This is an optimization exercise on Yosys and OpenROAD, whose aim is small area, not a production implementation.
Only simulation tests tie the RTL to the original design; equivalence was not proved.

05-15:
==> flow/design.v <==
package rf_pkg;
    localparam int          RF_DATA_W  = 32;
    localparam int          RF_ADDR_W  = 5;
    localparam int          RF_NUM_RD  = 3;
    localparam int          RF_SP_IDX  = 29;
    localparam logic [31:0] RF_SP_INIT = 32'h0000_0400;
    typedef enum logic [1:0] {
        ST_RST   = 2'd0,
        ST_CLEAR = 2'd1,
        ST_IDLE  = 2'd2
    } seq_state_e;
endpackage
import rf_pkg::*;
module rf_clear_seq
#(
    parameter int                DATA_W  = RF_DATA_W,
    parameter int                ADDR_W  = RF_ADDR_W,
    parameter int                SP_IDX  = RF_SP_IDX,
    parameter logic [DATA_W-1:0] SP_INIT = DATA_W'(RF_SP_INIT)
) (
    input  logic              clk,
    input  logic              rst_n,
    input  logic              clr_req,
    output logic              busy,
    output logic              clr_we,
    output logic [ADDR_W-1:0] clr_addr,
    output logic [DATA_W-1:0] clr_data
);
    localparam logic [ADDR_W-1:0] IDX_FIRST = ADDR_W'(1);
    localparam logic [ADDR_W-1:0] IDX_LAST  = {ADDR_W{1'b1}};
    localparam logic [ADDR_W-1:0] SP_ADDR   = ADDR_W'(SP_IDX);
    rf_pkg::seq_state_e        r_state;
    rf_pkg::seq_state_e        w_state_nxt;
    logic [ADDR_W-1:0] r_clr_idx;
    logic [ADDR_W-1:0] w_clr_idx_nxt;
    logic              r_busy;
    always_ff @(posedge clk or negedge rst_n) begin
        if (!rst_n) begin
            r_state   <= ST_RST;
            r_clr_idx <= IDX_FIRST;
            r_busy    <= 1'b1;
        end else begin
            r_state   <= w_state_nxt;
            r_clr_idx <= w_clr_idx_nxt;
            r_busy    <= (w_state_nxt != ST_IDLE);
        end
    end
    always_comb begin
        w_state_nxt   = r_state;
        w_clr_idx_nxt = r_clr_idx;
        clr_we        = 1'b0;
        clr_addr      = r_clr_idx;
        clr_data      = {DATA_W{1'b0}};
        case (r_state)
            ST_RST: begin
                w_state_nxt   = ST_CLEAR;
                w_clr_idx_nxt = IDX_FIRST;
            end
            ST_CLEAR: begin
                clr_we = 1'b1;
                if (r_clr_idx == SP_ADDR) begin
                    clr_data = SP_INIT;
                end else begin
                    clr_data = {DATA_W{1'b0}};
                end
                if (r_clr_idx == IDX_LAST) begin
                    w_state_nxt   = ST_IDLE;
                    w_clr_idx_nxt = IDX_FIRST;
                end else begin
                    w_state_nxt   = ST_CLEAR;
                    w_clr_idx_nxt = r_clr_idx + ADDR_W'(1);
                end
            end
            ST_IDLE: begin
                if (clr_req) begin
                    w_state_nxt   = ST_CLEAR;
                    w_clr_idx_nxt = IDX_FIRST;
                end else begin
                    w_state_nxt   = ST_IDLE;
                    w_clr_idx_nxt = r_clr_idx;
                end
            end
            default: begin
                w_state_nxt   = ST_RST;
                w_clr_idx_nxt = IDX_FIRST;
            end
        endcase
    end
    assign busy = r_busy;
endmodule
import rf_pkg::*;
module rf_multiport
#(
    parameter int                DATA_W  = RF_DATA_W,
    parameter int                ADDR_W  = RF_ADDR_W,
    parameter int                NUM_RD  = RF_NUM_RD,
    parameter int                SP_IDX  = RF_SP_IDX,
    parameter logic [DATA_W-1:0] SP_INIT = DATA_W'(RF_SP_INIT)
) (
    input  logic                     clk,
    input  logic                     rst_n,
    input  logic                     en,
    input  logic                     clr_req,
    output logic                     busy,
    input  logic                     w0_en,
    input  logic [ADDR_W-1:0]        w0_addr,
    input  logic [DATA_W-1:0]        w0_data,
    input  logic                     w1_en,
    input  logic [ADDR_W-1:0]        w1_addr,
    input  logic [DATA_W-1:0]        w1_data,
    input  logic [NUM_RD*ADDR_W-1:0] rd_addr,
    output logic [NUM_RD*DATA_W-1:0] rd_data
);
    localparam int                NUM_ENT   = 2 ** ADDR_W;
    localparam logic [ADDR_W-1:0] ADDR_ZERO = {ADDR_W{1'b0}};
    logic [DATA_W-1:0] r_mem [NUM_ENT];
    logic              w_clr_we;
    logic [ADDR_W-1:0] w_clr_addr;
    logic [DATA_W-1:0] w_clr_data;
    logic              w_wr_gate;
    logic              w_wr0_ok;
    logic              w_wr1_ok;
    rf_clear_seq #(
        .DATA_W  (DATA_W),
        .ADDR_W  (ADDR_W),
        .SP_IDX  (SP_IDX),
        .SP_INIT (SP_INIT)
    ) u_clear_seq (
        .clk      (clk),
        .rst_n    (rst_n),
        .clr_req  (clr_req),
        .busy     (busy),
        .clr_we   (w_clr_we),
        .clr_addr (w_clr_addr),
        .clr_data (w_clr_data)
    );
    assign w_wr_gate = ~busy & en & ~clr_req;
    assign w_wr1_ok  = w_wr_gate & w1_en & (w1_addr != ADDR_ZERO);
    assign w_wr0_ok  = w_wr_gate & w0_en & (w0_addr != ADDR_ZERO)
                     & ~(w_wr1_ok & (w1_addr == w0_addr));
    always_ff @(posedge clk) begin
        if (w_clr_we) begin
            r_mem[w_clr_addr] <= w_clr_data;
        end else begin
            if (w_wr0_ok) begin
                r_mem[w0_addr] <= w0_data;
            end
            if (w_wr1_ok) begin
                r_mem[w1_addr] <= w1_data;
            end
        end
    end
    for (genvar g = 0; g < NUM_RD; g++) begin : g_rd
        logic [ADDR_W-1:0] w_lane_addr;
        logic [DATA_W-1:0] w_lane_data;
        assign w_lane_addr = rd_addr[g*ADDR_W +: ADDR_W];
        always_comb begin
            if (busy || (w_lane_addr == ADDR_ZERO)) begin
                w_lane_data = {DATA_W{1'b0}};
            end else begin
                w_lane_data = r_mem[w_lane_addr];
            end
        end
        assign rd_data[g*DATA_W +: DATA_W] = w_lane_data;
    end
endmodule
export LEC_CHECK = 0
export CAP_MARGIN = 20
export CORE_MARGIN = 2
export CORE_UTILIZATION = 40
export SLEW_MARGIN = 20
create_clock -name core_clock -period 5.0 [get_ports {clk}]
standard.sh (not shown) runs the stock make flow with config.mk's settings and CLKGATE_MAP_FILE= SYNTH_SCRIPT=/design/flow/synth_recipe.tcl, a recipe that flattens the netlist after the stock synthesis.
==> flow/flow/run.sh <==
#!/bin/bash
# The standard layout, with buffering and sizing kept to the smaller cells
# and the ports buffered with buf_2. Each make run logs to a file here; the
# tools' own logs are under orfs/logs/.
set -euo pipefail
W=$(pwd)
HOOK=$W/flow/small_cells.tcl
for step in FLOORPLAN GLOBAL_PLACE RESIZE DETAIL_PLACE REPAIR_TIMING_POST_PLACE CTS GLOBAL_ROUTE DETAIL_ROUTE; do
    export PRE_${step}_TCL=$HOOK
done
export BUFFER_PORTS_ARGS="-buffer_cell sky130_fd_sc_hd__buf_2"
bash standard.sh synth > $W/make_synth.log 2>&1
bash standard.sh > $W/make_layout.log 2>&1
==> flow/flow/small_cells.tcl <==
set_dont_use [get_lib_cells {
    sky130_fd_sc_hd__buf_8 sky130_fd_sc_hd__buf_12 sky130_fd_sc_hd__buf_16
    sky130_fd_sc_hd__bufinv_8 sky130_fd_sc_hd__bufinv_16
    sky130_fd_sc_hd__inv_12 sky130_fd_sc_hd__inv_16
    sky130_fd_sc_hd__clkinv_8 sky130_fd_sc_hd__clkinv_16
}]
05-15 ended with every stage complete and zero timing, DRC or antenna violations.
What 06-27 does differently from 05-15 at the input level:
==> flow/run.sh (new file) <==
#!/bin/bash
# synth_recipe.tcl (not shown) runs the flow's synth.tcl, then flattens the netlist and writes it again
# the make line also repeats each setting of config.mk as NAME=value (left out here)
make -C /OpenROAD-flow-scripts/flow DESIGN_CONFIG=/design/flow/config.mk WORK_HOME=/design/flow/orfs CLKGATE_MAP_FILE= SYNTH_SCRIPT=/design/flow/synth_recipe.tcl finish
removed: flow/flow/run.sh
removed: flow/flow/small_cells.tcl
removed: flow/standard.sh
==> run notes <==
Between 05-15 and 06-27, the total wire length after detailed routing is higher for 05-15. [compare] base=05-15 new=06-27: least setup slack across all paths after layout up 0.014 ns; count of clock-buffer cells in the layout down about 13%. The final layout from 06-27, which completed every stage, passed the timing, DRC and antenna checks at the end of the flow.

==> static timing again, ports no longer ideal <==
In the flow no input, the clock included, has a driving cell. The finished layouts below were timed again as built, in two steps.
Step 1 sets driving cells, clkbuf_16 on the clock port and buf_2 on the other inputs (assumed; they add their load-dependent delay and slew).
Step 2 adds t to the input delays and takes it off the output delays; t is the mean of the earliest and latest rising clock arrival at the registers after step 1. Input paths then give back, and output paths get back, about the clock's delay inside the block.
Slacks: ideal / step 1 / step 2; pairs: ideal / step 1.
| run | t, ns | setup slack, ns | hold WS [ns] | worst register clock-pin slew, ns | worst data-port slew with drivers (ns) |
|---|---|---|---|---|---|
| 05-15 | 0.821 | 0.256 / 0.230 / 0.155 | 0.115 / 0.071 / 0.560 | 0.07 / 0.07 | 0.17 |
| 06-27 | 0.825 | 0.270 / 0.201 / 0.201 | 0.530 / 0.503 / 0.557 | 0.07 / 0.07 | 0.18 |
After both steps every run listed still meets setup and hold. The setup slack of 05-15, which loses most, moves by -0.026 ns with the drivers and by -0.101 ns with both steps.
